Background: an optimization exercise with open tools, aiming at small area. Do not read the settings as production practice. Only simulation tests tie the RTL to the original design; equivalence was not proved. No activity file was given, so power comes from the tool's default toggle rates.

File: flow/config.mk
export PLATFORM = sky130hd
export DESIGN_NAME = game_top
export DESIGN_NICKNAME = game_top
export VERILOG_FILES = /design/flow/design.v
export SDC_FILE = /design/flow/constraint.sdc
export NUM_CORES = 4
export LEC_CHECK = 0
export CAP_MARGIN = 20
export CORE_MARGIN = 2
export CORE_UTILIZATION = 40
export SLEW_MARGIN = 20
File: flow/constraint.sdc
create_clock -name core_clock -period 10.0 [get_ports {clk}]
set_input_delay 2.0000 -clock core_clock [delete_from_list [all_inputs] [get_ports {clk}]]
set_output_delay 2.0000 -clock core_clock [all_outputs]
set_load 0.01 [all_outputs]
File: flow/design.v
typedef logic [9:0] coord_t;
typedef logic signed [6:0] vel_t;
typedef logic [11:0] rgb_t;
typedef logic [4-1:0] coin_mask_t;
localparam int NUM_MAPS = 2;
localparam logic [NUM_MAPS*6*10-1:0] PLAT_XS = {
    10'd250, 10'd250, 10'd430, 10'd540, 10'd400, 10'd600,
    10'd400, 10'(143), 10'd350, 10'd600, 10'd250, 10'd500
};
localparam logic [NUM_MAPS*6*10-1:0] PLAT_XE = {
    10'd300, 10'd400, 10'd470, 10'd700, 10'd540, 10'd640,
    10'd500, 10'd200, 10'd450, 10'd640, 10'd290, 10'd540
};
localparam logic [NUM_MAPS*6*10-1:0] PLAT_Y = {
    10'd300, 10'd200, 10'd200, 10'd240, 10'd340, 10'd400,
    10'd250, 10'd250, 10'd350, 10'd400, 10'd300, 10'd400
};
localparam logic [NUM_MAPS*4*10-1:0] COIN_XT = {
    10'd240, 10'd430, 10'd280, 10'd620,
    10'd360, 10'd600, 10'd250, 10'd400
};
localparam logic [NUM_MAPS*4*10-1:0] COIN_YT = {
    10'd444, 10'd184, 10'd284, 10'd384,
    10'd444, 10'd384, 10'd284, 10'd184
};
function automatic coord_t plat_xs(input logic map, input int i);
    plat_xs = map ? PLAT_XS[(6 + i) * 10 +: 10] : PLAT_XS[i * 10 +: 10];
endfunction
function automatic coord_t plat_xe(input logic map, input int i);
    plat_xe = map ? PLAT_XE[(6 + i) * 10 +: 10] : PLAT_XE[i * 10 +: 10];
endfunction
function automatic coord_t plat_y(input logic map, input int i);
    plat_y = map ? PLAT_Y[(6 + i) * 10 +: 10] : PLAT_Y[i * 10 +: 10];
endfunction
function automatic coord_t coin_x(input logic map, input int i);
    coin_x = map ? COIN_XT[(4 + i) * 10 +: 10] : COIN_XT[i * 10 +: 10];
endfunction
function automatic coord_t coin_y(input logic map, input int i);
    coin_y = map ? COIN_YT[(4 + i) * 10 +: 10] : COIN_YT[i * 10 +: 10];
endfunction
function automatic logic spans_x(input coord_t xs, input coord_t xe, input coord_t x);
    spans_x = ((x + 32 > xs) && (x + 32 < xe)) ||
           ((x > xs) && (x < xe));
endfunction
function automatic logic hero_hits_side(input logic map, input coord_t x, input coord_t y);
    logic hit;
    hit = 1'b0;
    for (int i = 0; i < 6; i++) begin
        if (spans_x(plat_xs(map, i), plat_xe(map, i), x) &&
            (y + 32 > plat_y(map, i)) &&
            (y < plat_y(map, i) + 24)) begin
            hit = 1'b1;
        end
    end
    hero_hits_side = hit;
endfunction
function automatic logic hero_hits_head(input logic map, input coord_t x, input coord_t y);
    logic hit;
    hit = 1'b0;
    for (int i = 0; i < 6; i++) begin
        if (spans_x(plat_xs(map, i), plat_xe(map, i), x) &&
            (y <= plat_y(map, i) + 24) &&
            (y > plat_y(map, i))) begin
            hit = 1'b1;
        end
    end
    hero_hits_head = hit;
endfunction
function automatic logic hero_on_platform(input logic map, input coord_t x, input coord_t y);
    logic hit;
    hit = 1'b0;
    for (int i = 0; i < 6; i++) begin
        if (spans_x(plat_xs(map, i), plat_xe(map, i), x) &&
            (y + 32 >= plat_y(map, i)) &&
            (y + 32 <= plat_y(map, i) + 20)) begin
            hit = 1'b1;
        end
    end
    hero_on_platform = hit;
endfunction
function automatic coord_t platform_top_under(input logic map, input coord_t x,
                                              input coord_t y);
    coord_t top;
    top = coord_t'(460);
    for (int i = 0; i < 6; i++) begin
        if (spans_x(plat_xs(map, i), plat_xe(map, i), x) &&
            (y + 32 >= plat_y(map, i)) &&
            (y + 32 <= plat_y(map, i) + 20)) begin
            top = plat_y(map, i);
        end
    end
    platform_top_under = top;
endfunction
function automatic logic hero_touches_coin(input logic map, input int idx, input coord_t x,
                                           input coord_t y);
    hero_touches_coin = !((x + 32 <= coin_x(map, idx)) ||
             (x >= coin_x(map, idx) + 16) ||
             (y + 32 <= coin_y(map, idx)) ||
             (y >= coin_y(map, idx) + 16));
endfunction
function automatic logic ge_const(input coord_t v, input int c);
    logic r;
    coord_t k;
    if (c <= 0) begin
        r = 1'b1;
    end else if (c > 1023) begin
        r = 1'b0;
    end else begin
        k = coord_t'(c);
        r = 1'b1;
        for (int b = 0; b < 10; b++) begin
            r = k[b] ? (v[b] & r) : (v[b] | r);
        end
    end
    ge_const = r;
endfunction
function automatic logic le_const(input coord_t v, input int c);
    logic r;
    coord_t k;
    if (c >= 1023) begin
        r = 1'b1;
    end else if (c < 0) begin
        r = 1'b0;
    end else begin
        k = coord_t'(c);
        r = 1'b1;
        for (int b = 0; b < 10; b++) begin
            r = k[b] ? (!v[b] | r) : (!v[b] & r);
        end
    end
    le_const = r;
endfunction
function automatic logic in_rng(input coord_t v, input int lo, input int hi);
    in_rng = ge_const(v, lo) && le_const(v, hi);
endfunction
`default_nettype none
module hero_motion
#(
    parameter int STEP_DIV = 500000
) (
    input  logic    clk,
    input  logic    rst,
    input  logic    btn_left,
    input  logic    btn_right,
    input  logic    btn_jump,
    input  logic    map_sel,
    output logic [9:0] hero_x,
    output logic [9:0] hero_y,
    output logic    step,
    output logic    cnt_wrap
);
typedef logic [9:0] coord_t;
typedef logic signed [6:0] vel_t;
typedef logic [11:0] rgb_t;
typedef logic [4-1:0] coin_mask_t;
localparam int NUM_MAPS = 2;
localparam logic [NUM_MAPS*6*10-1:0] PLAT_XS = {
    10'd250, 10'd250, 10'd430, 10'd540, 10'd400, 10'd600,
    10'd400, 10'(143), 10'd350, 10'd600, 10'd250, 10'd500
};
localparam logic [NUM_MAPS*6*10-1:0] PLAT_XE = {
    10'd300, 10'd400, 10'd470, 10'd700, 10'd540, 10'd640,
    10'd500, 10'd200, 10'd450, 10'd640, 10'd290, 10'd540
};
localparam logic [NUM_MAPS*6*10-1:0] PLAT_Y = {
    10'd300, 10'd200, 10'd200, 10'd240, 10'd340, 10'd400,
    10'd250, 10'd250, 10'd350, 10'd400, 10'd300, 10'd400
};
localparam logic [NUM_MAPS*4*10-1:0] COIN_XT = {
    10'd240, 10'd430, 10'd280, 10'd620,
    10'd360, 10'd600, 10'd250, 10'd400
};
localparam logic [NUM_MAPS*4*10-1:0] COIN_YT = {
    10'd444, 10'd184, 10'd284, 10'd384,
    10'd444, 10'd384, 10'd284, 10'd184
};
function automatic coord_t plat_xs(input logic map, input int i);
    plat_xs = map ? PLAT_XS[(6 + i) * 10 +: 10] : PLAT_XS[i * 10 +: 10];
endfunction
function automatic coord_t plat_xe(input logic map, input int i);
    plat_xe = map ? PLAT_XE[(6 + i) * 10 +: 10] : PLAT_XE[i * 10 +: 10];
endfunction
function automatic coord_t plat_y(input logic map, input int i);
    plat_y = map ? PLAT_Y[(6 + i) * 10 +: 10] : PLAT_Y[i * 10 +: 10];
endfunction
function automatic coord_t coin_x(input logic map, input int i);
    coin_x = map ? COIN_XT[(4 + i) * 10 +: 10] : COIN_XT[i * 10 +: 10];
endfunction
function automatic coord_t coin_y(input logic map, input int i);
    coin_y = map ? COIN_YT[(4 + i) * 10 +: 10] : COIN_YT[i * 10 +: 10];
endfunction
function automatic logic spans_x(input coord_t xs, input coord_t xe, input coord_t x);
    spans_x = ((x + 32 > xs) && (x + 32 < xe)) ||
           ((x > xs) && (x < xe));
endfunction
function automatic logic hero_hits_side(input logic map, input coord_t x, input coord_t y);
    logic hit;
    hit = 1'b0;
    for (int i = 0; i < 6; i++) begin
        if (spans_x(plat_xs(map, i), plat_xe(map, i), x) &&
            (y + 32 > plat_y(map, i)) &&
            (y < plat_y(map, i) + 24)) begin
            hit = 1'b1;
        end
    end
    hero_hits_side = hit;
endfunction
function automatic logic hero_hits_head(input logic map, input coord_t x, input coord_t y);
    logic hit;
    hit = 1'b0;
    for (int i = 0; i < 6; i++) begin
        if (spans_x(plat_xs(map, i), plat_xe(map, i), x) &&
            (y <= plat_y(map, i) + 24) &&
            (y > plat_y(map, i))) begin
            hit = 1'b1;
        end
    end
    hero_hits_head = hit;
endfunction
function automatic logic hero_on_platform(input logic map, input coord_t x, input coord_t y);
    logic hit;
    hit = 1'b0;
    for (int i = 0; i < 6; i++) begin
        if (spans_x(plat_xs(map, i), plat_xe(map, i), x) &&
            (y + 32 >= plat_y(map, i)) &&
            (y + 32 <= plat_y(map, i) + 20)) begin
            hit = 1'b1;
        end
    end
    hero_on_platform = hit;
endfunction
function automatic coord_t platform_top_under(input logic map, input coord_t x,
                                              input coord_t y);
    coord_t top;
    top = coord_t'(460);
    for (int i = 0; i < 6; i++) begin
        if (spans_x(plat_xs(map, i), plat_xe(map, i), x) &&
            (y + 32 >= plat_y(map, i)) &&
            (y + 32 <= plat_y(map, i) + 20)) begin
            top = plat_y(map, i);
        end
    end
    platform_top_under = top;
endfunction
function automatic logic hero_touches_coin(input logic map, input int idx, input coord_t x,
                                           input coord_t y);
    hero_touches_coin = !((x + 32 <= coin_x(map, idx)) ||
             (x >= coin_x(map, idx) + 16) ||
             (y + 32 <= coin_y(map, idx)) ||
             (y >= coin_y(map, idx) + 16));
endfunction
function automatic logic ge_const(input coord_t v, input int c);
    logic r;
    coord_t k;
    if (c <= 0) begin
        r = 1'b1;
    end else if (c > 1023) begin
        r = 1'b0;
    end else begin
        k = coord_t'(c);
        r = 1'b1;
        for (int b = 0; b < 10; b++) begin
            r = k[b] ? (v[b] & r) : (v[b] | r);
        end
    end
    ge_const = r;
endfunction
function automatic logic le_const(input coord_t v, input int c);
    logic r;
    coord_t k;
    if (c >= 1023) begin
        r = 1'b1;
    end else if (c < 0) begin
        r = 1'b0;
    end else begin
        k = coord_t'(c);
        r = 1'b1;
        for (int b = 0; b < 10; b++) begin
            r = k[b] ? (!v[b] | r) : (!v[b] & r);
        end
    end
    le_const = r;
endfunction
function automatic logic in_rng(input coord_t v, input int lo, input int hi);
    in_rng = ge_const(v, lo) && le_const(v, hi);
endfunction
    localparam int CNT_W = (STEP_DIV > 1) ? $clog2(STEP_DIV) : 1;
    localparam coord_t REST_Y = coord_t'(460 - 32);
    typedef logic signed [5:0] spd_t;
    logic [CNT_W-1:0] step_cnt;
    logic [8:0] y9;
    spd_t   speed;
    logic   jumping;
    logic   on_ground;
    logic   supported;
    logic   head_hit;
    coord_t land_y;
    function automatic logic span_at(input logic m, input int i, input coord_t x,
                                     input int off);
        span_at = in_rng(x, int'(plat_xs(m, i)) - 31 - off, int'(plat_xe(m, i)) - 1 - off);
    endfunction
    function automatic logic side_m(input logic m, input coord_t x, input coord_t y,
                                    input int off);
        logic hit;
        hit = 1'b0;
        for (int i = 0; i < 6; i++) begin
            if (span_at(m, i, x, off) &&
                in_rng(y, int'(plat_y(m, i)) - 31, int'(plat_y(m, i)) + 23)) begin
                hit = 1'b1;
            end
        end
        side_m = hit;
    endfunction
    function automatic logic head_m(input logic m, input coord_t x, input coord_t y);
        logic hit;
        hit = 1'b0;
        for (int i = 0; i < 6; i++) begin
            if (span_at(m, i, x, 0) &&
                in_rng(y, int'(plat_y(m, i)) + 1, int'(plat_y(m, i)) + 24)) begin
                hit = 1'b1;
            end
        end
        head_m = hit;
    endfunction
    function automatic logic onp_m(input logic m, input coord_t x, input coord_t y);
        logic hit;
        hit = 1'b0;
        for (int i = 0; i < 6; i++) begin
            if (span_at(m, i, x, 0) &&
                in_rng(y, int'(plat_y(m, i)) - 32, int'(plat_y(m, i)) - 12)) begin
                hit = 1'b1;
            end
        end
        onp_m = hit;
    endfunction
    function automatic coord_t land_m(input logic m, input coord_t y);
        coord_t top;
        top = '0;
        for (int i = 0; i < 6; i++) begin
            if (in_rng(y, int'(plat_y(m, i)) - 32, int'(plat_y(m, i)) - 12)) begin
                top = coord_t'(plat_y(m, i) - 32);
            end
        end
        land_m = top;
    endfunction
    assign cnt_wrap = (step_cnt == CNT_W'(STEP_DIV - 1));
    always_ff @(posedge clk or posedge rst) begin
        if (rst) begin
            step_cnt <= '0;
            step     <= 1'b0;
        end else begin
            step <= cnt_wrap;
            if (cnt_wrap) begin
                step_cnt <= '0;
            end else begin
                step_cnt <= step_cnt + 1'b1;
            end
        end
    end
    assign hero_y      = {1'b0, y9};
    assign on_ground   = ge_const(hero_y, REST_Y);
    assign supported   = on_ground ||
                         (map_sel ? onp_m(1'b1, hero_x, hero_y) : onp_m(1'b0, hero_x, hero_y));
    assign head_hit    = map_sel ? head_m(1'b1, hero_x, hero_y) : head_m(1'b0, hero_x, hero_y);
    assign land_y      = on_ground ? REST_Y :
                         (map_sel ? land_m(1'b1, hero_y) : land_m(1'b0, hero_y));
    coord_t x_next;
    logic   block;
    assign x_next = btn_left ? hero_x - 1'b1 : hero_x + 1'b1;
    assign block  = !in_rng(x_next, 143, 734 - 32) ||
                    (map_sel ? side_m(1'b1, x_next, hero_y, 0) :
                               side_m(1'b0, x_next, hero_y, 0));
    always_ff @(posedge clk or posedge rst) begin
        if (rst) begin
            hero_x  <= coord_t'(300);
            y9      <= REST_Y[8:0];
            speed   <= '0;
            jumping <= 1'b0;
        end else if (step) begin
            if ((btn_left || btn_right) && !block) begin
                hero_x <= x_next;
            end
            if (jumping) begin
                if (speed < 0 && head_hit) begin
                    speed <= '0;
                end else if (speed > 0 && supported) begin
                    jumping <= 1'b0;
                    speed   <= '0;
                    y9      <= land_y[8:0];
                end else begin
                    speed  <= speed + spd_t'(1);
                    y9     <= y9 + {{3{speed[5]}}, speed};
                end
            end else if (!supported) begin
                jumping <= 1'b1;
                speed   <= spd_t'(1);
            end else if (btn_jump) begin
                jumping <= 1'b1;
                speed   <= spd_t'(-15);
            end
        end
    end
endmodule
`default_nettype wire
`default_nettype none
module coin_tracker
(
    input  logic        clk,
    input  logic        rst,
    input  logic        map_sel,
    input  logic [9:0] hero_x,
    input  logic [9:0] hero_y,
    input  logic        step,
    output logic [4-1:0] coin_mask,
    output logic [15:0] score
);
typedef logic [9:0] coord_t;
typedef logic signed [6:0] vel_t;
typedef logic [11:0] rgb_t;
typedef logic [4-1:0] coin_mask_t;
localparam int NUM_MAPS = 2;
localparam logic [NUM_MAPS*6*10-1:0] PLAT_XS = {
    10'd250, 10'd250, 10'd430, 10'd540, 10'd400, 10'd600,
    10'd400, 10'(143), 10'd350, 10'd600, 10'd250, 10'd500
};
localparam logic [NUM_MAPS*6*10-1:0] PLAT_XE = {
    10'd300, 10'd400, 10'd470, 10'd700, 10'd540, 10'd640,
    10'd500, 10'd200, 10'd450, 10'd640, 10'd290, 10'd540
};
localparam logic [NUM_MAPS*6*10-1:0] PLAT_Y = {
    10'd300, 10'd200, 10'd200, 10'd240, 10'd340, 10'd400,
    10'd250, 10'd250, 10'd350, 10'd400, 10'd300, 10'd400
};
localparam logic [NUM_MAPS*4*10-1:0] COIN_XT = {
    10'd240, 10'd430, 10'd280, 10'd620,
    10'd360, 10'd600, 10'd250, 10'd400
};
localparam logic [NUM_MAPS*4*10-1:0] COIN_YT = {
    10'd444, 10'd184, 10'd284, 10'd384,
    10'd444, 10'd384, 10'd284, 10'd184
};
function automatic coord_t plat_xs(input logic map, input int i);
    plat_xs = map ? PLAT_XS[(6 + i) * 10 +: 10] : PLAT_XS[i * 10 +: 10];
endfunction
function automatic coord_t plat_xe(input logic map, input int i);
    plat_xe = map ? PLAT_XE[(6 + i) * 10 +: 10] : PLAT_XE[i * 10 +: 10];
endfunction
function automatic coord_t plat_y(input logic map, input int i);
    plat_y = map ? PLAT_Y[(6 + i) * 10 +: 10] : PLAT_Y[i * 10 +: 10];
endfunction
function automatic coord_t coin_x(input logic map, input int i);
    coin_x = map ? COIN_XT[(4 + i) * 10 +: 10] : COIN_XT[i * 10 +: 10];
endfunction
function automatic coord_t coin_y(input logic map, input int i);
    coin_y = map ? COIN_YT[(4 + i) * 10 +: 10] : COIN_YT[i * 10 +: 10];
endfunction
function automatic logic spans_x(input coord_t xs, input coord_t xe, input coord_t x);
    spans_x = ((x + 32 > xs) && (x + 32 < xe)) ||
           ((x > xs) && (x < xe));
endfunction
function automatic logic hero_hits_side(input logic map, input coord_t x, input coord_t y);
    logic hit;
    hit = 1'b0;
    for (int i = 0; i < 6; i++) begin
        if (spans_x(plat_xs(map, i), plat_xe(map, i), x) &&
            (y + 32 > plat_y(map, i)) &&
            (y < plat_y(map, i) + 24)) begin
            hit = 1'b1;
        end
    end
    hero_hits_side = hit;
endfunction
function automatic logic hero_hits_head(input logic map, input coord_t x, input coord_t y);
    logic hit;
    hit = 1'b0;
    for (int i = 0; i < 6; i++) begin
        if (spans_x(plat_xs(map, i), plat_xe(map, i), x) &&
            (y <= plat_y(map, i) + 24) &&
            (y > plat_y(map, i))) begin
            hit = 1'b1;
        end
    end
    hero_hits_head = hit;
endfunction
function automatic logic hero_on_platform(input logic map, input coord_t x, input coord_t y);
    logic hit;
    hit = 1'b0;
    for (int i = 0; i < 6; i++) begin
        if (spans_x(plat_xs(map, i), plat_xe(map, i), x) &&
            (y + 32 >= plat_y(map, i)) &&
            (y + 32 <= plat_y(map, i) + 20)) begin
            hit = 1'b1;
        end
    end
    hero_on_platform = hit;
endfunction
function automatic coord_t platform_top_under(input logic map, input coord_t x,
                                              input coord_t y);
    coord_t top;
    top = coord_t'(460);
    for (int i = 0; i < 6; i++) begin
        if (spans_x(plat_xs(map, i), plat_xe(map, i), x) &&
            (y + 32 >= plat_y(map, i)) &&
            (y + 32 <= plat_y(map, i) + 20)) begin
            top = plat_y(map, i);
        end
    end
    platform_top_under = top;
endfunction
function automatic logic hero_touches_coin(input logic map, input int idx, input coord_t x,
                                           input coord_t y);
    hero_touches_coin = !((x + 32 <= coin_x(map, idx)) ||
             (x >= coin_x(map, idx) + 16) ||
             (y + 32 <= coin_y(map, idx)) ||
             (y >= coin_y(map, idx) + 16));
endfunction
function automatic logic ge_const(input coord_t v, input int c);
    logic r;
    coord_t k;
    if (c <= 0) begin
        r = 1'b1;
    end else if (c > 1023) begin
        r = 1'b0;
    end else begin
        k = coord_t'(c);
        r = 1'b1;
        for (int b = 0; b < 10; b++) begin
            r = k[b] ? (v[b] & r) : (v[b] | r);
        end
    end
    ge_const = r;
endfunction
function automatic logic le_const(input coord_t v, input int c);
    logic r;
    coord_t k;
    if (c >= 1023) begin
        r = 1'b1;
    end else if (c < 0) begin
        r = 1'b0;
    end else begin
        k = coord_t'(c);
        r = 1'b1;
        for (int b = 0; b < 10; b++) begin
            r = k[b] ? (!v[b] | r) : (!v[b] & r);
        end
    end
    le_const = r;
endfunction
function automatic logic in_rng(input coord_t v, input int lo, input int hi);
    in_rng = ge_const(v, lo) && le_const(v, hi);
endfunction
    logic [NUM_MAPS-1:0][4-1:0] collected;
    coin_mask_t                          cur_mask;
    coin_mask_t                          touch;
    coin_mask_t                          take;
    logic [3:0]                          count;
    function automatic coin_mask_t touch_m(input logic m, input coord_t x, input coord_t y);
        for (int i = 0; i < 4; i++) begin
            touch_m[i] = in_rng(x, int'(coin_x(m, i)) - 32 + 1,
                                int'(coin_x(m, i)) + 16 - 1) &&
                         in_rng(y, int'(coin_y(m, i)) - 32 + 1,
                                int'(coin_y(m, i)) + 16 - 1);
        end
    endfunction
    assign cur_mask  = collected[map_sel];
    assign coin_mask = cur_mask;
    assign touch = map_sel ? touch_m(1'b1, hero_x, hero_y) : touch_m(1'b0, hero_x, hero_y);
    assign take  = touch & ~cur_mask;
    always_ff @(posedge clk or posedge rst) begin
        if (rst) begin
            collected <= '0;
            count     <= '0;
        end else if (step && (take != '0)) begin
            collected[map_sel] <= cur_mask | take;
            count <= count + 4'd1;
        end
    end
    assign score = {12'd0, count};
endmodule
`default_nettype wire
`default_nettype none
module scene_render
#(
    parameter int SHIMMER_DIV = 10000000
) (
    input  logic    clk,
    input  logic    rst,
    input  logic    cnt_wrap,
    input  logic    bright,
    input  logic [9:0] h_count,
    input  logic [9:0] v_count,
    input  logic       map_sel,
    input  logic [9:0] hero_x,
    input  logic [9:0] hero_y,
    input  logic [4-1:0] coin_mask,
    output logic [11:0] rgb
);
typedef logic [9:0] coord_t;
typedef logic signed [6:0] vel_t;
typedef logic [11:0] rgb_t;
typedef logic [4-1:0] coin_mask_t;
localparam int NUM_MAPS = 2;
localparam logic [NUM_MAPS*6*10-1:0] PLAT_XS = {
    10'd250, 10'd250, 10'd430, 10'd540, 10'd400, 10'd600,
    10'd400, 10'(143), 10'd350, 10'd600, 10'd250, 10'd500
};
localparam logic [NUM_MAPS*6*10-1:0] PLAT_XE = {
    10'd300, 10'd400, 10'd470, 10'd700, 10'd540, 10'd640,
    10'd500, 10'd200, 10'd450, 10'd640, 10'd290, 10'd540
};
localparam logic [NUM_MAPS*6*10-1:0] PLAT_Y = {
    10'd300, 10'd200, 10'd200, 10'd240, 10'd340, 10'd400,
    10'd250, 10'd250, 10'd350, 10'd400, 10'd300, 10'd400
};
localparam logic [NUM_MAPS*4*10-1:0] COIN_XT = {
    10'd240, 10'd430, 10'd280, 10'd620,
    10'd360, 10'd600, 10'd250, 10'd400
};
localparam logic [NUM_MAPS*4*10-1:0] COIN_YT = {
    10'd444, 10'd184, 10'd284, 10'd384,
    10'd444, 10'd384, 10'd284, 10'd184
};
function automatic coord_t plat_xs(input logic map, input int i);
    plat_xs = map ? PLAT_XS[(6 + i) * 10 +: 10] : PLAT_XS[i * 10 +: 10];
endfunction
function automatic coord_t plat_xe(input logic map, input int i);
    plat_xe = map ? PLAT_XE[(6 + i) * 10 +: 10] : PLAT_XE[i * 10 +: 10];
endfunction
function automatic coord_t plat_y(input logic map, input int i);
    plat_y = map ? PLAT_Y[(6 + i) * 10 +: 10] : PLAT_Y[i * 10 +: 10];
endfunction
function automatic coord_t coin_x(input logic map, input int i);
    coin_x = map ? COIN_XT[(4 + i) * 10 +: 10] : COIN_XT[i * 10 +: 10];
endfunction
function automatic coord_t coin_y(input logic map, input int i);
    coin_y = map ? COIN_YT[(4 + i) * 10 +: 10] : COIN_YT[i * 10 +: 10];
endfunction
function automatic logic spans_x(input coord_t xs, input coord_t xe, input coord_t x);
    spans_x = ((x + 32 > xs) && (x + 32 < xe)) ||
           ((x > xs) && (x < xe));
endfunction
function automatic logic hero_hits_side(input logic map, input coord_t x, input coord_t y);
    logic hit;
    hit = 1'b0;
    for (int i = 0; i < 6; i++) begin
        if (spans_x(plat_xs(map, i), plat_xe(map, i), x) &&
            (y + 32 > plat_y(map, i)) &&
            (y < plat_y(map, i) + 24)) begin
            hit = 1'b1;
        end
    end
    hero_hits_side = hit;
endfunction
function automatic logic hero_hits_head(input logic map, input coord_t x, input coord_t y);
    logic hit;
    hit = 1'b0;
    for (int i = 0; i < 6; i++) begin
        if (spans_x(plat_xs(map, i), plat_xe(map, i), x) &&
            (y <= plat_y(map, i) + 24) &&
            (y > plat_y(map, i))) begin
            hit = 1'b1;
        end
    end
    hero_hits_head = hit;
endfunction
function automatic logic hero_on_platform(input logic map, input coord_t x, input coord_t y);
    logic hit;
    hit = 1'b0;
    for (int i = 0; i < 6; i++) begin
        if (spans_x(plat_xs(map, i), plat_xe(map, i), x) &&
            (y + 32 >= plat_y(map, i)) &&
            (y + 32 <= plat_y(map, i) + 20)) begin
            hit = 1'b1;
        end
    end
    hero_on_platform = hit;
endfunction
function automatic coord_t platform_top_under(input logic map, input coord_t x,
                                              input coord_t y);
    coord_t top;
    top = coord_t'(460);
    for (int i = 0; i < 6; i++) begin
        if (spans_x(plat_xs(map, i), plat_xe(map, i), x) &&
            (y + 32 >= plat_y(map, i)) &&
            (y + 32 <= plat_y(map, i) + 20)) begin
            top = plat_y(map, i);
        end
    end
    platform_top_under = top;
endfunction
function automatic logic hero_touches_coin(input logic map, input int idx, input coord_t x,
                                           input coord_t y);
    hero_touches_coin = !((x + 32 <= coin_x(map, idx)) ||
             (x >= coin_x(map, idx) + 16) ||
             (y + 32 <= coin_y(map, idx)) ||
             (y >= coin_y(map, idx) + 16));
endfunction
function automatic logic ge_const(input coord_t v, input int c);
    logic r;
    coord_t k;
    if (c <= 0) begin
        r = 1'b1;
    end else if (c > 1023) begin
        r = 1'b0;
    end else begin
        k = coord_t'(c);
        r = 1'b1;
        for (int b = 0; b < 10; b++) begin
            r = k[b] ? (v[b] & r) : (v[b] | r);
        end
    end
    ge_const = r;
endfunction
function automatic logic le_const(input coord_t v, input int c);
    logic r;
    coord_t k;
    if (c >= 1023) begin
        r = 1'b1;
    end else if (c < 0) begin
        r = 1'b0;
    end else begin
        k = coord_t'(c);
        r = 1'b1;
        for (int b = 0; b < 10; b++) begin
            r = k[b] ? (!v[b] | r) : (!v[b] & r);
        end
    end
    le_const = r;
endfunction
function automatic logic in_rng(input coord_t v, input int lo, input int hi);
    in_rng = ge_const(v, lo) && le_const(v, hi);
endfunction
    typedef enum logic [2:0] {
        PIX_BLANK,
        PIX_SKY,
        PIX_GROUND,
        PIX_PLATFORM,
        PIX_COIN,
        PIX_HERO
    } pix_class_t;
    localparam int SHIM_N = SHIMMER_DIV / 50;
    localparam int SHIM_W = $clog2(SHIM_N);
    logic [SHIM_W-1:0] shim_cnt;
    logic [1:0]        shim_frame;
    logic       hero_px;
    logic       ground_px;
    logic       platform_px;
    logic       coin_px;
    pix_class_t pix_class;
    pix_class_t class_q;
    rgb_t       colour;
    always_ff @(posedge clk or posedge rst) begin
        if (rst) begin
            shim_cnt   <= '0;
            shim_frame <= '0;
        end else if (cnt_wrap && shim_cnt == SHIM_W'(SHIM_N - 1)) begin
            shim_cnt   <= '0;
            shim_frame <= (shim_frame == 2'd2) ? 2'd0 : shim_frame + 2'd1;
        end else if (cnt_wrap) begin
            shim_cnt <= shim_cnt + 1'b1;
        end
    end
    function automatic logic plat_px_m(input logic m, input coord_t h, input coord_t v);
        logic hit;
        hit = 1'b0;
        for (int i = 0; i < 6; i++) begin
            if (in_rng(h, int'(plat_xs(m, i)), int'(plat_xe(m, i)) - 1) &&
                in_rng(v, int'(plat_y(m, i)), int'(plat_y(m, i)) + 24 - 1)) begin
                hit = 1'b1;
            end
        end
        plat_px_m = hit;
    endfunction
    function automatic logic coin_px_m(input logic m, input coin_mask_t mask,
                                       input coord_t h, input coord_t v);
        logic hit;
        hit = 1'b0;
        for (int i = 0; i < 4; i++) begin
            if (!mask[i] &&
                in_rng(h, int'(coin_x(m, i)), int'(coin_x(m, i)) + 16 - 1) &&
                in_rng(v, int'(coin_y(m, i)), int'(coin_y(m, i)) + 16 - 1)) begin
                hit = 1'b1;
            end
        end
        coin_px_m = hit;
    endfunction
    logic [10:0] hero_dh;
    logic [10:0] hero_dv;
    assign hero_dh = {1'b0, h_count} - {1'b0, hero_x};
    assign hero_dv = {1'b0, v_count} - {1'b0, hero_y};
    assign hero_px = (hero_dh[10:5] == '0) && (hero_dv[10:5] == '0);
    assign ground_px = in_rng(v_count, 460, 516);
    assign platform_px = map_sel ? plat_px_m(1'b1, h_count, v_count) :
                                   plat_px_m(1'b0, h_count, v_count);
    assign coin_px     = map_sel ? coin_px_m(1'b1, coin_mask, h_count, v_count) :
                                   coin_px_m(1'b0, coin_mask, h_count, v_count);
    always_comb begin
        if (!bright)          pix_class = PIX_BLANK;
        else if (hero_px)     pix_class = PIX_HERO;
        else if (ground_px)   pix_class = PIX_GROUND;
        else if (platform_px) pix_class = PIX_PLATFORM;
        else if (coin_px)     pix_class = PIX_COIN;
        else                  pix_class = PIX_SKY;
    end
    always_comb begin
        case (class_q)
            PIX_SKY:      colour = 12'h7AF;
            PIX_GROUND:   colour = 12'h952;
            PIX_PLATFORM: colour = 12'hC73;
            PIX_HERO:     colour = 12'hE11;
            PIX_COIN: begin
                case (shim_frame)
                    2'd0:    colour = 12'hA80;
                    2'd1:    colour = 12'hDB1;
                    default: colour = 12'hFF7;
                endcase
            end
            default:      colour = '0;
        endcase
    end
    always_ff @(posedge clk or posedge rst) begin
        if (rst) begin
            class_q <= PIX_BLANK;
            rgb     <= '0;
        end else begin
            class_q <= pix_class;
            rgb     <= colour;
        end
    end
endmodule
`default_nettype wire
`default_nettype none
module game_top
#(
    parameter int STEP_DIV    = 50,
    parameter int SHIMMER_DIV = 1500
) (
    input  logic        clk,
    input  logic        rst,
    input  logic        bright,
    input  logic        btn_left,
    input  logic        btn_right,
    input  logic        btn_jump,
    input  logic        map_sel,
    input  logic [9:0] h_count,
    input  logic [9:0] v_count,
    output logic [11:0] rgb,
    output logic [15:0] score
);
typedef logic [9:0] coord_t;
typedef logic signed [6:0] vel_t;
typedef logic [11:0] rgb_t;
typedef logic [4-1:0] coin_mask_t;
localparam int NUM_MAPS = 2;
localparam logic [NUM_MAPS*6*10-1:0] PLAT_XS = {
    10'd250, 10'd250, 10'd430, 10'd540, 10'd400, 10'd600,
    10'd400, 10'(143), 10'd350, 10'd600, 10'd250, 10'd500
};
localparam logic [NUM_MAPS*6*10-1:0] PLAT_XE = {
    10'd300, 10'd400, 10'd470, 10'd700, 10'd540, 10'd640,
    10'd500, 10'd200, 10'd450, 10'd640, 10'd290, 10'd540
};
localparam logic [NUM_MAPS*6*10-1:0] PLAT_Y = {
    10'd300, 10'd200, 10'd200, 10'd240, 10'd340, 10'd400,
    10'd250, 10'd250, 10'd350, 10'd400, 10'd300, 10'd400
};
localparam logic [NUM_MAPS*4*10-1:0] COIN_XT = {
    10'd240, 10'd430, 10'd280, 10'd620,
    10'd360, 10'd600, 10'd250, 10'd400
};
localparam logic [NUM_MAPS*4*10-1:0] COIN_YT = {
    10'd444, 10'd184, 10'd284, 10'd384,
    10'd444, 10'd384, 10'd284, 10'd184
};
function automatic coord_t plat_xs(input logic map, input int i);
    plat_xs = map ? PLAT_XS[(6 + i) * 10 +: 10] : PLAT_XS[i * 10 +: 10];
endfunction
function automatic coord_t plat_xe(input logic map, input int i);
    plat_xe = map ? PLAT_XE[(6 + i) * 10 +: 10] : PLAT_XE[i * 10 +: 10];
endfunction
function automatic coord_t plat_y(input logic map, input int i);
    plat_y = map ? PLAT_Y[(6 + i) * 10 +: 10] : PLAT_Y[i * 10 +: 10];
endfunction
function automatic coord_t coin_x(input logic map, input int i);
    coin_x = map ? COIN_XT[(4 + i) * 10 +: 10] : COIN_XT[i * 10 +: 10];
endfunction
function automatic coord_t coin_y(input logic map, input int i);
    coin_y = map ? COIN_YT[(4 + i) * 10 +: 10] : COIN_YT[i * 10 +: 10];
endfunction
function automatic logic spans_x(input coord_t xs, input coord_t xe, input coord_t x);
    spans_x = ((x + 32 > xs) && (x + 32 < xe)) ||
           ((x > xs) && (x < xe));
endfunction
function automatic logic hero_hits_side(input logic map, input coord_t x, input coord_t y);
    logic hit;
    hit = 1'b0;
    for (int i = 0; i < 6; i++) begin
        if (spans_x(plat_xs(map, i), plat_xe(map, i), x) &&
            (y + 32 > plat_y(map, i)) &&
            (y < plat_y(map, i) + 24)) begin
            hit = 1'b1;
        end
    end
    hero_hits_side = hit;
endfunction
function automatic logic hero_hits_head(input logic map, input coord_t x, input coord_t y);
    logic hit;
    hit = 1'b0;
    for (int i = 0; i < 6; i++) begin
        if (spans_x(plat_xs(map, i), plat_xe(map, i), x) &&
            (y <= plat_y(map, i) + 24) &&
            (y > plat_y(map, i))) begin
            hit = 1'b1;
        end
    end
    hero_hits_head = hit;
endfunction
function automatic logic hero_on_platform(input logic map, input coord_t x, input coord_t y);
    logic hit;
    hit = 1'b0;
    for (int i = 0; i < 6; i++) begin
        if (spans_x(plat_xs(map, i), plat_xe(map, i), x) &&
            (y + 32 >= plat_y(map, i)) &&
            (y + 32 <= plat_y(map, i) + 20)) begin
            hit = 1'b1;
        end
    end
    hero_on_platform = hit;
endfunction
function automatic coord_t platform_top_under(input logic map, input coord_t x,
                                              input coord_t y);
    coord_t top;
    top = coord_t'(460);
    for (int i = 0; i < 6; i++) begin
        if (spans_x(plat_xs(map, i), plat_xe(map, i), x) &&
            (y + 32 >= plat_y(map, i)) &&
            (y + 32 <= plat_y(map, i) + 20)) begin
            top = plat_y(map, i);
        end
    end
    platform_top_under = top;
endfunction
function automatic logic hero_touches_coin(input logic map, input int idx, input coord_t x,
                                           input coord_t y);
    hero_touches_coin = !((x + 32 <= coin_x(map, idx)) ||
             (x >= coin_x(map, idx) + 16) ||
             (y + 32 <= coin_y(map, idx)) ||
             (y >= coin_y(map, idx) + 16));
endfunction
function automatic logic ge_const(input coord_t v, input int c);
    logic r;
    coord_t k;
    if (c <= 0) begin
        r = 1'b1;
    end else if (c > 1023) begin
        r = 1'b0;
    end else begin
        k = coord_t'(c);
        r = 1'b1;
        for (int b = 0; b < 10; b++) begin
            r = k[b] ? (v[b] & r) : (v[b] | r);
        end
    end
    ge_const = r;
endfunction
function automatic logic le_const(input coord_t v, input int c);
    logic r;
    coord_t k;
    if (c >= 1023) begin
        r = 1'b1;
    end else if (c < 0) begin
        r = 1'b0;
    end else begin
        k = coord_t'(c);
        r = 1'b1;
        for (int b = 0; b < 10; b++) begin
            r = k[b] ? (!v[b] | r) : (!v[b] & r);
        end
    end
    le_const = r;
endfunction
function automatic logic in_rng(input coord_t v, input int lo, input int hi);
    in_rng = ge_const(v, lo) && le_const(v, hi);
endfunction
    coord_t     hero_x;
    coord_t     hero_y;
    coin_mask_t coin_mask;
    logic       step;
    logic       cnt_wrap;
    hero_motion #(
        .STEP_DIV (STEP_DIV)
    ) u_hero_motion (
        .clk       (clk),
        .rst       (rst),
        .btn_left  (btn_left),
        .btn_right (btn_right),
        .btn_jump  (btn_jump),
        .map_sel   (map_sel),
        .hero_x    (hero_x),
        .hero_y    (hero_y),
        .step      (step),
        .cnt_wrap  (cnt_wrap)
    );
    coin_tracker u_coin_tracker (
        .clk       (clk),
        .rst       (rst),
        .map_sel   (map_sel),
        .hero_x    (hero_x),
        .hero_y    (hero_y),
        .step      (step),
        .coin_mask (coin_mask),
        .score     (score)
    );
    scene_render #(
        .SHIMMER_DIV (SHIMMER_DIV)
    ) u_scene_render (
        .clk       (clk),
        .rst       (rst),
        .cnt_wrap  (cnt_wrap),
        .bright    (bright),
        .h_count   (h_count),
        .v_count   (v_count),
        .map_sel   (map_sel),
        .hero_x    (hero_x),
        .hero_y    (hero_y),
        .coin_mask (coin_mask),
        .rgb       (rgb)
    );
endmodule
`default_nettype wire
File: flow/run.sh
#!/bin/bash
# synth_recipe.tcl (not shown) runs the flow's synth.tcl, then flattens the netlist and writes it again
# the make line also repeats each setting of config.mk as NAME=value (left out here)
make -C /OpenROAD-flow-scripts/flow DESIGN_CONFIG=/design/flow/config.mk WORK_HOME=/design/flow/orfs CLKGATE_MAP_FILE= SYNTH_SCRIPT=/design/flow/synth_recipe.tcl finish
==> metrics.yaml, run 1 <==
status: "complete, no violations"
yosysSeqAreaShare: 0.239
port_buffers: 42
synthTopCellsByCount: "o21ai_0, nor2_1, nand2_1"
antenna_cells: 0
intPower_uw: 575
clock_latency_ps: 330
fmax_ghz: 0.168
die_x_um: 136
hold_depth: 1
drt-total-wl_um: 20200
hpwl_um: 14700
yosysWarnings: 3
power.density_nw_per_um2: 101
fin_nets: 978
cts.htree.levels: 3
dpl_worst_slack_ps: 3700
initial_core_util: 0.406
combPwrFrac: 0.170
finalCriticalPeriod_ps: 5950
max_slew_margin: 0.389
leakagePower_uw: 0.00323
placed_area_um2: 7390
post-synth-top-count-cell: "o21ai_0"
required_ps: 10220
startpoint_type: "primary input"
synthFlopType: "dfrtp_1"
cts.clk_slew.worst_paths_ps: 60
synth_edf_count: 0
cts-buffers-inserted: 9
seqPwrFrac: 0.350
cts.sinks: 66
worstPathMaxFanout: 11
drv_cap: 0
syn-cell-area_um2: 6950
die_area_um2: 18400
synth_cell_type_count: 90
fin_area_um2: 7740
place.gp.congestion: 0.927
cts-root-buf: "clkbuf_16"
worstRegToRegCells: 11
track_usage: 0.221
ant_nets: 0
crit_type: "in -> reg"
worst_hold_slack_ps: 464
fin_worst_skew_ps: 6.72
synth_seq_cells: 66
postCtsHoldBufs: 0
utilization: 0.452
chipHeight_um: 136
hold_viol_final: 0
power_switching_uw: 208
r2r_end: "u_hero_motion.hero_x[4]"
grt_first_pass_wirelength_um: 32800
avgSynthCellArea_um2: 7.69
avgViaCountPerCell: 6.11
grt_overflow: 0
swShare: 0.265
drc_errors: 0
slew_violations: 0
pin_count: 55
antenna_found_initial: 0
vias: 6947
syn2layout_area_growth_pct: 11.4
grt_pass1_vias: 6176
tightest_slew_ps: 916
ctsResizeCount: 0
drtIter0Drc: 932
reg2reg_from: "u_hero_motion.hero_x[3]"
wire_per_inst_um: 17.8
synth.area.top_cells: "dfrtp_1, ha_1, o21ai_0"
holdCritPathClass: "reg -> reg"
peakVddDrop_mv: 0.0764
r2r_slack_ps: 5850
grt_max_degree: 67
netlist_instances: 904
synth_top_area_share: 0.205
rsz0062_at_grt: "no"
dr.pass1.iters: 6
p_clk_frac: 0.480
core-area_um2: 17100
fillerInstances: 1729
async_reset_ff_frac: 1.00
drive_gt1_frac: 0.0680
cts_setup_buffers: 0
endpoint_kind: "register"
period_share: 0.595
rows: 48
cts_tree: "done"
arrival_ps: 6170
setup_slack_ps: 4050
clockBufferDepth: 2
yosys.area.top_type: "dfrtp_1"
timing.setup.tns_ps: 0
setup-violations-final: 0
-- layout by cell type (no fill, tap or decap), types with 8 or more instances in the layout --
cell type        Yosys  layout
o211ai_1             8       8
nand2_1             71      71
ha_1                42      42
o21ai_0             84      84
clkbuf_16            0       9
nor3_1              25      25
a21oi_1             65      65
nand4_1             14      14
and2_1              10      10
dfstp_2              9       9
nor2_1              79      79
clkdlybuf4s50_1      0      42
a211oi_1            11      11
mux2i_1             18      18
dfrtp_1             57      57
inv_1               46      45
or3_1                9       9
a31oi_1             22      22
xnor2_1             16      16
o22ai_1              9       9
nand2b_1            15      15
o31ai_1             11      11
a21o_1              15      15
conb_1               1      12
o21a_1               8       8
xor2_1              10      10
nand3_1             30      30
-- power by group through the flow --
stage / clock network [uW] / registers (uW) / logic, uW
2_1_floorplan: 0 / 280 / 87.1
3_3_place_gp: 0 / 279 / 132
3_5_place_dp: 0 / 279 / 130
4_1_cts: 382 / 274 / 131
5_1_grt: 398 / 274 / 146
6_report: 375 / 274 / 133
-- worst max path at each step --
stage	end	depth (start not counted)	start
finish	u_hero_motion.hero_x[4]	13	btn_left
global route	u_hero_motion.hero_x[4]	13	btn_left
CTS	u_hero_motion.hero_x[4]	13	btn_left
detailed placement	u_hero_motion.hero_x[4]	13	btn_left
global placement	u_hero_motion.hero_x[4]	13	btn_left
floorplan	u_hero_motion.hero_x[4]	13	btn_left
-- critical path: stages --
cell	delay, ps
clkdlybuf4s50_1	760
inv_1	130
fa_1	500
nand2b_1	180
a21oi_2	200
a31oi_2	200
xnor2_2	390
nand2_1	140
or4_1	470
a21oi_1	140
a211oi_1	70
o211ai_2	630
mux2_4	350
-- area by class of cell --
| class | count | area [um^2] | share of cell area |
|---|---|---|---|
| clock buffers | 10 | 239 | 0.0309 |
| clock inverters | 6 | 113 | 0.0145 |
| inverters | 49 | 184 | 0.0238 |
| multi-input cells | 737 | 4830 | 0.624 |
| flip-flops and latches | 66 | 1660 | 0.215 |
| well taps | 225 | 282 | 0.0364 |
| repair buffers | 44 | 435 | 0.0562 |
-- cell families (layout without fill, tap and decap cells) --
logic type,count (synthesis),count (layout),synth area share
AOI/OAI and AO/OA,319,319,0.305
and+or+nand+nor,309,309,0.226
buffers and inverters,112,109,0.0722
DFF,66,66,0.239
adders and majority gates,44,44,0.0814
xor gates and xnor gates,28,28,0.0374
muxes,25,25,0.0383
other,1,12,0.000539
-- metrics by stage --
| stage | std cells | power (uW) |
|---|---|---|
| final | 1137 | 782 |
| after global routing | 1137 | 818 |
| after CTS | 1137 | 787 |
| after detailed placement | 1121 | 409 |
| after global placement | 1121 | 410 |
| after floorplan | 915 | 368 |
-- per-layer routing --
metal  wire length [um]  up-vias  track usage
met5                  0        -            0
met4                301        0       0.0573
met3               1350       33       0.0350
met2               8840      326        0.332
met1               9700     3215        0.329
li1                   -     3373            -
==> run 2: changes to the inputs <==
--- a/flow/design.v
+++ b/flow/design.v
@@ -360,15 +360,24 @@
     assign hero_y      = {1'b0, y9};
     assign on_ground   = ge_const(hero_y, REST_Y);
-    assign supported   = on_ground ||
-                         (map_sel ? onp_m(1'b1, hero_x, hero_y) : onp_m(1'b0, hero_x, hero_y));
-    assign head_hit    = map_sel ? head_m(1'b1, hero_x, hero_y) : head_m(1'b0, hero_x, hero_y);
     assign land_y      = on_ground ? REST_Y :
                          (map_sel ? land_m(1'b1, hero_y) : land_m(1'b0, hero_y));
     coord_t x_next;
+    coord_t probe;
     logic   block;
+    logic [NUM_MAPS-1:0] head_q;
+    logic [NUM_MAPS-1:0] onp_q;
     assign x_next = btn_left ? hero_x - 1'b1 : hero_x + 1'b1;
+    assign probe  = cnt_wrap ? hero_x : x_next;
+    always_ff @(posedge clk) begin
+        if (cnt_wrap) begin
+            head_q <= {head_m(1'b1, probe, hero_y), head_m(1'b0, probe, hero_y)};
+            onp_q  <= {onp_m(1'b1, probe, hero_y), onp_m(1'b0, probe, hero_y)};
+        end
+    end
+    assign supported = on_ground || onp_q[map_sel];
+    assign head_hit  = head_q[map_sel];
     assign block  = !in_rng(x_next, 143, 734 - 32) ||
-                    (map_sel ? side_m(1'b1, x_next, hero_y, 0) :
-                               side_m(1'b0, x_next, hero_y, 0));
+                    (map_sel ? side_m(1'b1, probe, hero_y, 0) :
+                               side_m(1'b0, probe, hero_y, 0));
     always_ff @(posedge clk or posedge rst) begin
         if (rst) begin
==> flow/flow/run.sh (new file) <==
#!/bin/bash
# layout flow: the standard synthesis, then its combinational logic re-mapped for area
# by ABC (registers untouched), then the standard layout from floorplan to finish
set -euo pipefail
W=$(pwd)
R=$W/orfs/results/$FLOW_PLATFORM/game_top/base
bash standard.sh synth > $W/1_standard_synth.log 2>&1
cp $R/1_2_yosys.v $W/1_2_yosys_standard.v
YOSYS=$(command -v yosys || echo $FLOW_HOME/../tools/install/yosys/bin/yosys)
export POST_LIB=$FLOW_HOME/platforms/$FLOW_PLATFORM/lib/sky130_fd_sc_hd__tt_025C_1v80.lib
export POST_IN=$W/1_2_yosys_standard.v
export POST_OUT=$W/1_2_yosys_post.v
export POST_ABC=$W/flow/post.abc
export POST_DONT_USE="$(cat $W/flow/dont_use.txt)"
$YOSYS -c $W/flow/post.tcl > $W/2_post_synth.log 2>&1
$YOSYS -c $W/flow/check.tcl > $W/2_post_check.log 2>&1
sleep 1
cp $POST_OUT $R/1_2_yosys.v
rm -f $R/1_synth.odb $R/1_synth.sdc
bash standard.sh > $W/3_standard_finish.log 2>&1
==> flow/flow/check.tcl (new file) <==
# the re-mapped netlist must read back as cells of the library only
yosys read_liberty -lib $::env(POST_LIB)
yosys read_verilog $::env(POST_OUT)
yosys hierarchy -check -top $::env(FLOW_TOP)
yosys check -assert -mapped
yosys stat -liberty $::env(POST_LIB)
==> flow/flow/dont_use.txt (new file) <==
-dont_use sky130_fd_sc_hd__lpflow_bleeder_1 -dont_use sky130_fd_sc_hd__lpflow_clkbufkapwr_1 -dont_use sky130_fd_sc_hd__lpflow_clkbufkapwr_16 -dont_use sky130_fd_sc_hd__lpflow_clkbufkapwr_2 -dont_use sky130_fd_sc_hd__lpflow_clkbufkapwr_4 -dont_use sky130_fd_sc_hd__lpflow_clkbufkapwr_8 -dont_use sky130_fd_sc_hd__lpflow_clkinvkapwr_1 -dont_use sky130_fd_sc_hd__lpflow_clkinvkapwr_16 -dont_use sky130_fd_sc_hd__lpflow_clkinvkapwr_2 -dont_use sky130_fd_sc_hd__lpflow_clkinvkapwr_4 -dont_use sky130_fd_sc_hd__lpflow_clkinvkapwr_8 -dont_use sky130_fd_sc_hd__lpflow_decapkapwr_12 -dont_use sky130_fd_sc_hd__lpflow_decapkapwr_3 -dont_use sky130_fd_sc_hd__lpflow_decapkapwr_4 -dont_use sky130_fd_sc_hd__lpflow_decapkapwr_6 -dont_use sky130_fd_sc_hd__lpflow_decapkapwr_8 -dont_use sky130_fd_sc_hd__lpflow_inputiso0n_1 -dont_use sky130_fd_sc_hd__lpflow_inputiso0p_1 -dont_use sky130_fd_sc_hd__lpflow_inputiso1n_1 -dont_use sky130_fd_sc_hd__lpflow_inputiso1p_1 -dont_use sky130_fd_sc_hd__lpflow_inputisolatch_1 -dont_use sky130_fd_sc_hd__lpflow_isobufsrc_1 -dont_use sky130_fd_sc_hd__lpflow_isobufsrc_16 -dont_use sky130_fd_sc_hd__lpflow_isobufsrc_2 -dont_use sky130_fd_sc_hd__lpflow_isobufsrc_4 -dont_use sky130_fd_sc_hd__lpflow_isobufsrc_8 -dont_use sky130_fd_sc_hd__lpflow_isobufsrckapwr_16 -dont_use sky130_fd_sc_hd__lpflow_lsbuf_lh_hl_isowell_tap_1 -dont_use sky130_fd_sc_hd__lpflow_lsbuf_lh_hl_isowell_tap_2 -dont_use sky130_fd_sc_hd__lpflow_lsbuf_lh_hl_isowell_tap_4 -dont_use sky130_fd_sc_hd__lpflow_lsbuf_lh_isowell_4 -dont_use sky130_fd_sc_hd__lpflow_lsbuf_lh_isowell_tap_1 -dont_use sky130_fd_sc_hd__lpflow_lsbuf_lh_isowell_tap_2 -dont_use sky130_fd_sc_hd__lpflow_lsbuf_lh_isowell_tap_4 -dont_use sky130_fd_sc_hd__probe_p_8 -dont_use sky130_fd_sc_hd__probec_p_8 
==> flow/flow/post.abc (new file) <==
strash
&get -n
&st
&deepsyn -T 60
&dch -f
&nf -a
&put
==> flow/flow/post.tcl (new file) <==
# re-map the combinational logic of the standard synthesis netlist for area
# registers and tie cells stay as they are, with their instance and net names
set lib $::env(POST_LIB)
yosys read_liberty -ignore_miss_func $lib
yosys blackbox *__df* *__edf* *__sdf* *__dl* *__conb_1
yosys read_verilog $::env(POST_IN)
yosys hierarchy -top $::env(FLOW_TOP)
yosys flatten
# the wires flatten named after cell pins give way to the netlist's own names
yosys rename -hide w:_*
yosys opt_clean -purge
yosys stat -liberty $lib
yosys abc -script $::env(POST_ABC) -liberty $lib {*}$::env(POST_DONT_USE)
yosys hilomap -singleton -hicell sky130_fd_sc_hd__conb_1 HI -locell sky130_fd_sc_hd__conb_1 LO
yosys opt_clean -purge
yosys stat -liberty $lib

yosys write_verilog -noattr -nohex -nodec $::env(POST_OUT)
==> flow/standard.sh (new file) <==
#!/bin/bash
# synth_recipe.tcl (not shown) runs the flow's synth.tcl, then flattens the netlist and writes it again
# the make line also repeats each setting of config.mk as NAME=value (left out here)
make -C /OpenROAD-flow-scripts/flow DESIGN_CONFIG=/design/flow/config.mk WORK_HOME=/design/flow/orfs CLKGATE_MAP_FILE= SYNTH_SCRIPT=/design/flow/synth_recipe.tcl "${@:-finish}"
removed: flow/run.sh
==> run 2 against run 1 <==
Via count down 13%. Critical path type unchanged. Sequential cell count up 4. Clock skew about the same. Worst hold slack worse by 10 ps.
==> metrics.yaml, run 2 <==
dr.pass1.iters: 5  # -1
cts.htree.levels: 3  # unchanged
holdCritPathClass: "reg -> reg"
multi_input_area_um2: 3680  # -24%
startpoint_type: "primary input"
drt-total-wl_um: 18400  # -8.6%
setup_slack_ps: 2770  # -1280 ps
max_slew_margin: 0.400  # +0.0112
slew_violations: 0  # unchanged
ctsResizeCount: 0  # unchanged
antenna_found_initial: 0  # unchanged
place.gp.congestion: 0.993  # +7.1%
rsz0062_at_grt: "no"
fillerInstances: 1362  # -21%
ant_nets: 0  # unchanged
drc_errors: 0  # unchanged
port_buffers: 42  # unchanged
fmax_ghz: 0.138  # -18%
fin_worst_skew_ps: 6.99  # +0.270 ps
ff_latch_area_um2: 1780  # +7.2%
wire_per_inst_um: 19.0  # +7.0%
totalPowerFinal_uw: 738  # -5.6%
power.density_nw_per_um2: 111  # +10%
clock_latency_ps: 340  # about the same
netlist_instances: 717  # -21%
cts-buffers-inserted: 9  # unchanged
rows: 43  # -10%
fin_area_um2: 6630  # -14%
hpwl_um: 13700  # -6.3%
track_usage: 0.254  # +0.0330
grt_first_pass_wirelength_um: 29700  # -9.5%
status: "complete, no violations"
grt_pass1_vias: 5688  # -7.9%
crit_type: "in -> reg"
die_x_um: 122  # -10%
required_ps: 10210  # about the same
cts-root-buf: "clkbuf_16"
cts.clk_slew.worst_paths_ps: 60  # about the same
timing.setup.tns_ps: 0  # unchanged
cts.sinks: 70  # +6.1%
final_common_cell: "nor2_1"
avgSynthCellArea_um2: 7.74  # +0.69%
setup-violations-final: 0  # unchanged
die_area_um2: 14800  # -20%
syn-cell-area_um2: 5550  # -20%
leakagePower_uw: 0.00253  # -22%
core-area_um2: 13700  # -20%
chipHeight_um: 122  # -10%
hold_viol_final: 0  # unchanged
avgViaCountPerCell: 6.21  # +1.7%
worstPathMaxFanout: 11  # unchanged
clockBufferDepth: 2  # unchanged
antenna_cells: 0  # unchanged
drv_cap: 0  # unchanged
cts_setup_buffers: 0  # unchanged
tightest_slew_ps: 877  # -39.4 ps
initial_core_util: 0.405  # -0.00149
fin_nets: 813  # -17%
period_share: 0.723  # +0.128
arrival_ps: 7440  # +1270 ps
syn2layout_area_growth_pct: 19.4
drive_gt1_frac: 0.0405  # -0.0275
peakVddDrop_mv: 0.0666  # -13%
cts_tree: "done"
vias: 6032  # -13%
drtIter0Drc: 617  # -34%
placed_area_um2: 6280  # -15%
finalCriticalPeriod_ps: 7230  # +1280 ps
pin_count: 55  # unchanged
grt_overflow: 0  # unchanged
postCtsHoldBufs: 0  # unchanged
endpoint_kind: "register"
dpl_worst_slack_ps: 2500  # -1200 ps
final_cell_mix: "nor2_1, nand2_1, a21oi_1"
yosysWarnings: 3  # unchanged
grt_max_degree: 67  # unchanged
run 2: layer usage:
metal | wire length, um | global-route usage | vias to the layer above
li1 | - | - | 2827
met3 | 1130 | 0.0375 | 31
met2 | 8850 | 0.417 | 269
met1 | 8070 | 0.340 | 2905
met4 | 402 | 0.0927 | 0
met5 | 0 | 0 | -
run 2: area by class of cell:
| cell class | count | share of cell area |
|---|---|---|
| clock buffer | 9 | 0.0340 |
| clock inverter | 7 | 0.0183 |
| timing repair buffer | 47 | 0.0691 |
| multi-input combinational | 623 | 0.556 |
| inverter | 35 | 0.0198 |
| tap | 180 | 0.0340 |
| sequential | 70 | 0.269 |
run 2: per-stage QoR:
| step | utilization | std cells | hold slack [ps] |
|---|---|---|---|
| 2_1_floorplan | - | 728 | 421 |
| 3_3_place_gp | 0.457 | 955 | 436 |
| 3_5_place_dp | 0.457 | 955 | 437 |
| 4_1_cts | 0.483 | 971 | 449 |
| 5_1_grt | 0.483 | 971 | 496 |
| 6_report | 0.483 | 971 | 454 |
run 2: critical path, stage by stage:
cell,delay [ps]
clkdlybuf4s50_1,780
nand2b_1,190
a2111o_1,490
o22a_1,280
xor2_1,220
nand4bb_1,320
o311ai_0,660
nor3_1,170
or4b_1,590
and3_1,230
a221oi_1,320
o211ai_1,280
a2111oi_0,420
buf_4,220
o211ai_1,110
xnor2_1,150
run 2: worst paths after layout:
check / from / end / slack, ps / depth (start not counted)
min in group asynchronous: rst / u_scene_render.shim_frame[1] / 2240 / 3
setup reg to reg: u_hero_motion.hero_x[0] / u_hero_motion.hero_x[7] / 4580 / 15
max in group asynchronous: rst / u_hero_motion.jumping / 7180 / 3
hold / removal: register / register / 450 / 1
hold reg to reg: register / register / 450 / 1
setup / recovery: btn_left / u_hero_motion.hero_x[7] / 2770 / 16
run 2: power breakdown:
group	switching (uW)	total, uW	internal [uW]
Clock	129	374	245
Sequential	1.84	292	290
Combinational	42.3	72.0	29.7
==> run 3: changes to the inputs <==
--- a/flow/design.v
+++ b/flow/design.v
@@ -285,5 +285,5 @@
     in_rng = ge_const(v, lo) && le_const(v, hi);
 endfunction
-    localparam int CNT_W = (STEP_DIV > 1) ? $clog2(STEP_DIV) : 1;
+    localparam int CNT_W = 6;
     localparam coord_t REST_Y = coord_t'(460 - 32);
     typedef logic signed [5:0] spd_t;
@@ -336,7 +336,14 @@
     function automatic coord_t land_m(input logic m, input coord_t y);
         coord_t top;
-        top = '0;
+        logic   best;
+        top = REST_Y;
         for (int i = 0; i < 6; i++) begin
-            if (in_rng(y, int'(plat_y(m, i)) - 32, int'(plat_y(m, i)) - 12)) begin
+            best = ge_const(y, int'(plat_y(m, i)) - 32) && !ge_const(y, REST_Y);
+            for (int j = 0; j < 6; j++) begin
+                if (int'(plat_y(m, j)) > int'(plat_y(m, i))) begin
+                    best = best && !ge_const(y, int'(plat_y(m, j)) - 32);
+                end
+            end
+            if (best) begin
                 top = coord_t'(plat_y(m, i) - 32);
             end
@@ -344,22 +351,18 @@
         land_m = top;
     endfunction
-    assign cnt_wrap = (step_cnt == CNT_W'(STEP_DIV - 1));
+    assign step     = step_cnt[5] && step_cnt[4] && step_cnt[1];
+    assign cnt_wrap = step_cnt[5] && step_cnt[4] && step_cnt[0];
     always_ff @(posedge clk or posedge rst) begin
         if (rst) begin
             step_cnt <= '0;
-            step     <= 1'b0;
+        end else if (step) begin
+            step_cnt <= CNT_W'(1);
         end else begin
-            step <= cnt_wrap;
-            if (cnt_wrap) begin
-                step_cnt <= '0;
-            end else begin
-                step_cnt <= step_cnt + 1'b1;
-            end
+            step_cnt <= step_cnt + 1'b1;
         end
     end
     assign hero_y      = {1'b0, y9};
     assign on_ground   = ge_const(hero_y, REST_Y);
-    assign land_y      = on_ground ? REST_Y :
-                         (map_sel ? land_m(1'b1, hero_y) : land_m(1'b0, hero_y));
+    assign land_y      = map_sel ? land_m(1'b1, hero_y) : land_m(1'b0, hero_y);
     coord_t x_next;
     coord_t probe;
@@ -384,5 +387,4 @@
             hero_x  <= coord_t'(300);
             y9      <= REST_Y[8:0];
-            speed   <= '0;
             jumping <= 1'b0;
         end else if (step) begin
@@ -391,20 +393,29 @@
             end
             if (jumping) begin
+                if (!(speed < 0 && head_hit)) begin
+                    if (speed > 0 && supported) begin
+                        jumping <= 1'b0;
+                        y9      <= land_y[8:0];
+                    end else begin
+                        y9      <= y9 + {{3{speed[5]}}, speed};
+                    end
+                end
+            end else if (!supported || btn_jump) begin
+                jumping <= 1'b1;
+            end
+        end
+    end
+    always_ff @(posedge clk) begin
+        if (step) begin
+            if (jumping) begin
                 if (speed < 0 && head_hit) begin
                     speed <= '0;
-                end else if (speed > 0 && supported) begin
-                    jumping <= 1'b0;
-                    speed   <= '0;
-                    y9      <= land_y[8:0];
                 end else begin
-                    speed  <= speed + spd_t'(1);
-                    y9     <= y9 + {{3{speed[5]}}, speed};
+                    speed <= speed + spd_t'(1);
                 end
             end else if (!supported) begin
-                jumping <= 1'b1;
-                speed   <= spd_t'(1);
-            end else if (btn_jump) begin
-                jumping <= 1'b1;
-                speed   <= spd_t'(-15);
+                speed <= spd_t'(1);
+            end else begin
+                speed <= spd_t'(-15);
             end
         end
--- a/flow/flow/run.sh
+++ b/flow/flow/run.sh
@@ -18,3 +18,5 @@
 cp $POST_OUT $R/1_2_yosys.v
 rm -f $R/1_synth.odb $R/1_synth.sdc
+# every port still gets its buffer, the smallest buffer cell of the library
+export BUFFER_PORTS_ARGS="-buffer_cell sky130_fd_sc_hd__buf_1"
 bash standard.sh > $W/3_standard_finish.log 2>&1
--- a/flow/config.mk
+++ b/flow/config.mk
@@ -9,3 +9,4 @@
 export CORE_MARGIN = 2
 export CORE_UTILIZATION = 40
+export CTS_BUF_LIST = sky130_fd_sc_hd__clkbuf_8
 export SLEW_MARGIN = 20
==> run 3 against run 2 <==
Cell count decreased by 3.6%. Global-route usage decreased by 0.82 points. Critical path type unchanged. Highest routed layer unchanged. Clock-buffer cell count increased by 1. Register-to-register slack got worse by 40 ps. Worst hold slack improved by 29 ps. Synthesized cell count decreased by 3.9%. Sequential power about the same.
==> metrics.yaml, run 3 <==
status: "complete, no violations"
hpwl_um: 12900  # -6.2%
max_slew_margin: 0.465  # +0.0651
arrival_ps: 6320  # -1120 ps
power.density_nw_per_um2: 96.9  # -13%
syn-cell-area_um2: 5370  # -3.2%
wl_met2_um: 7960  # -10%
routed.top_layer: "met4"
wire_per_inst_um: 18.7  # -1.4%
drc_errors: 0  # unchanged
crit_type: "in -> reg"
cts.htree.levels: 3  # unchanged
timing.setup.tns_ps: 0  # unchanged
place.gp.congestion: 0.954  # -3.9%
rows: 42  # -2.3%
clock_latency_ps: 370  # +30 ps
postCtsHoldBufs: 0  # unchanged
vias: 5818  # -3.5%
place_inst: 920  # -3.7%
netlist_instances: 689  # -3.9%
fmax_ghz: 0.165  # +19%
drv_cap: 0  # unchanged
rsz0062_at_grt: "no"
drt-total-wl_um: 17500  # -5.0%
wl_met3_um: 1290  # +14%
peakVddDrop_mv: 0.0455  # -32%
holdCritPathClass: "reg -> reg"
grt_overflow: 0  # unchanged
leakagePower_uw: 0.00218  # -14%
core-area_um2: 13200  # -3.9%
cts.clk_slew.worst_paths_ps: 80  # +20 ps
layout.cells.non_filler: 936  # -3.6%
final_common_cell: "nor2_1"
setup-violations-final: 0  # unchanged
cts_tree: "done"
antenna_found_initial: 0  # unchanged
dr.pass1.iters: 5  # unchanged
endpoint_kind: "register"
drive_gt1_frac: 0.0368  # -0.00361
track_usage: 0.246  # -0.00815
initial_core_util: 0.407  # +0.00277
required_ps: 10250  # +40 ps
pin_count: 55  # unchanged
avgSynthCellArea_um2: 7.80  # +0.73%
fillerInstances: 1333  # -2.1%
cts-root-buf: "clkbuf_8"
cts_setup_buffers: 0  # unchanged
chipHeight_um: 120  # -1.6%
fin_nets: 782  # -3.8%
antenna_cells: 0  # unchanged
syn2layout_area_growth_pct: 11.8
yosysWarnings: 3  # unchanged
grt_pass1_vias: 5330  # -6.3%
port_buffers: 42  # unchanged
grt_max_degree: 60  # -10%
finalCriticalPeriod_ps: 6070  # -1160 ps
startpoint_type: "primary input"
avgViaCountPerCell: 6.22  # about the same
fin_worst_skew_ps: 9.33  # +2.34 ps
wl_met1_um: 7890  # -2.2%
slew_violations: 0  # unchanged
ctsResizeCount: 0  # unchanged
final_cell_mix: "nor2_1, nand2_1, o21ai_0"
hold_viol_final: 0  # unchanged
ant_nets: 0  # unchanged
cts-buffers-inserted: 9  # unchanged
die_area_um2: 14400  # -3.1%
period_share: 0.607  # -0.116
grt_first_pass_wirelength_um: 28000  # -5.6%
tightest_slew_ps: 802  # -75.0 ps
die_x_um: 120  # -1.6%
cts.sinks: 69  # -1.4%
worstPathMaxFanout: 6  # -5
drtIter0Drc: 569  # -7.8%
clockBufferDepth: 2  # unchanged
-- run 3: changes by cell type in the layout (fill, tap and decap cells not counted), sizes merged, moves of 7 or more --
cell | previous run | this run
nor2b | 14 | 6
clkdlybuf4s50 | 42 | 0
xnor2 | 25 | 34
and3 | 9 | 17
dfrtp | 57 | 50
nand2b | 26 | 11
o21a | 12 | 4
nor3 | 24 | 37
buf | 5 | 44
a21oi | 59 | 49
-- run 3: report_power, final --
| group | internal (uW) | total (uW) | switching (uW) | leakage, uW |
|---|---|---|---|---|
| logic | 16.1 | 55.8 | 39.7 | 0.00122 |
| clock network | 121 | 236 | 115 | 0.000103 |
| registers | 288 | 290 | 1.85 | 0.000864 |
-- run 3: metrics by stage --
step	cell area, um^2	util	setup slack [ps]	total power (uW)	hold WS (ps)
6_report	6010	0.455	3930	582	483
5_1_grt	6010	0.455	3450	606	516
4_1_cts	6010	0.455	4040	588	486
3_5_place_dp	5810	0.440	3630	351	464
3_3_place_gp	5810	0.440	3860	350	460
2_1_floorplan	5420	-	4560	326	444
-- run 3: final timing paths --
| check | from | end | slack, ps | cells past startpoint |
|---|---|---|---|---|
| worst max register to register | u_hero_motion.step_cnt[0] | u_hero_motion.hero_x[9] | 4540 | 14 |
| worst min-delay path | u_coin_tracker.count[3] | u_coin_tracker.count[3] | 480 | 1 |
| min in group asynchronous | rst | u_scene_render.shim_frame[0] | 1820 | 3 |
| worst min register to register | u_coin_tracker.count[3] | u_coin_tracker.count[3] | 480 | 1 |
| worst max-delay path | btn_left | u_hero_motion.hero_x[9] | 3930 | 14 |
| max in group asynchronous | rst | u_coin_tracker.count[0] | 7680 | 3 |
-- run 3: layout make-up --
type                       count  area [um^2]  share of cell area
multi-input combinational    599         3510               0.584
sequential                    69         1790               0.298
tap                          176          220              0.0367
timing repair buffer          44          173              0.0288
clock buffer                  10          138              0.0229
inverter                      32          120              0.0200
clock inverter                 6         60.1              0.0100
-- run 3: worst max-delay path, stage by stage --
cell and delay [ps]:
buf_1 180, xnor2_1 160, nor4_1 700, nor3b_1 440, xnor2_1 280, a211oi_1 170, a2111oi_0 470, nor3_1 170
a2111oi_0 420, a32o_1 270, nand4bb_1 230, nor3_1 430, nand4_1 240, mux2i_1 160
-- run 3: routing by layer --
layer  up-vias  global-route usage
met4         0              0.0963
met5         -                   0
met2       294               0.377
met3        31              0.0390
li1       2719                   -
met1      2774               0.346

## port drivers added, routing unchanged
No port has a modelled driver above. Below, the same layouts with a new extraction and two added sets of constraints.
Step 1, drivers: a clkbuf_16 drives clk and a buf_2 each remaining input, both assumed.
Step 2, shift: input delay + t, output delay - t, t = (earliest + latest rising clock arrival at the registers) / 2. This alone moves slack from input paths to output paths.
a / b / c = ideal ports / drivers / drivers and shift; a / b = the first two.
run	shift t [ns]	setup WS [ns]	worst hold slack (ns)
run 1	0.365	4.048 / 4.062 / 3.697	0.464 / 0.464 / 0.464
run 2	0.381	2.767 / 2.777 / 2.397	0.454 / 0.454 / 0.454
run 3	0.402	3.930 / 3.945 / 3.544	0.483 / 0.483 / 0.483
After both steps every run listed still meets setup and hold. For run 3, which loses most, drivers alone change the setup slack by +0.015 ns; drivers and shift together by -0.386 ns.
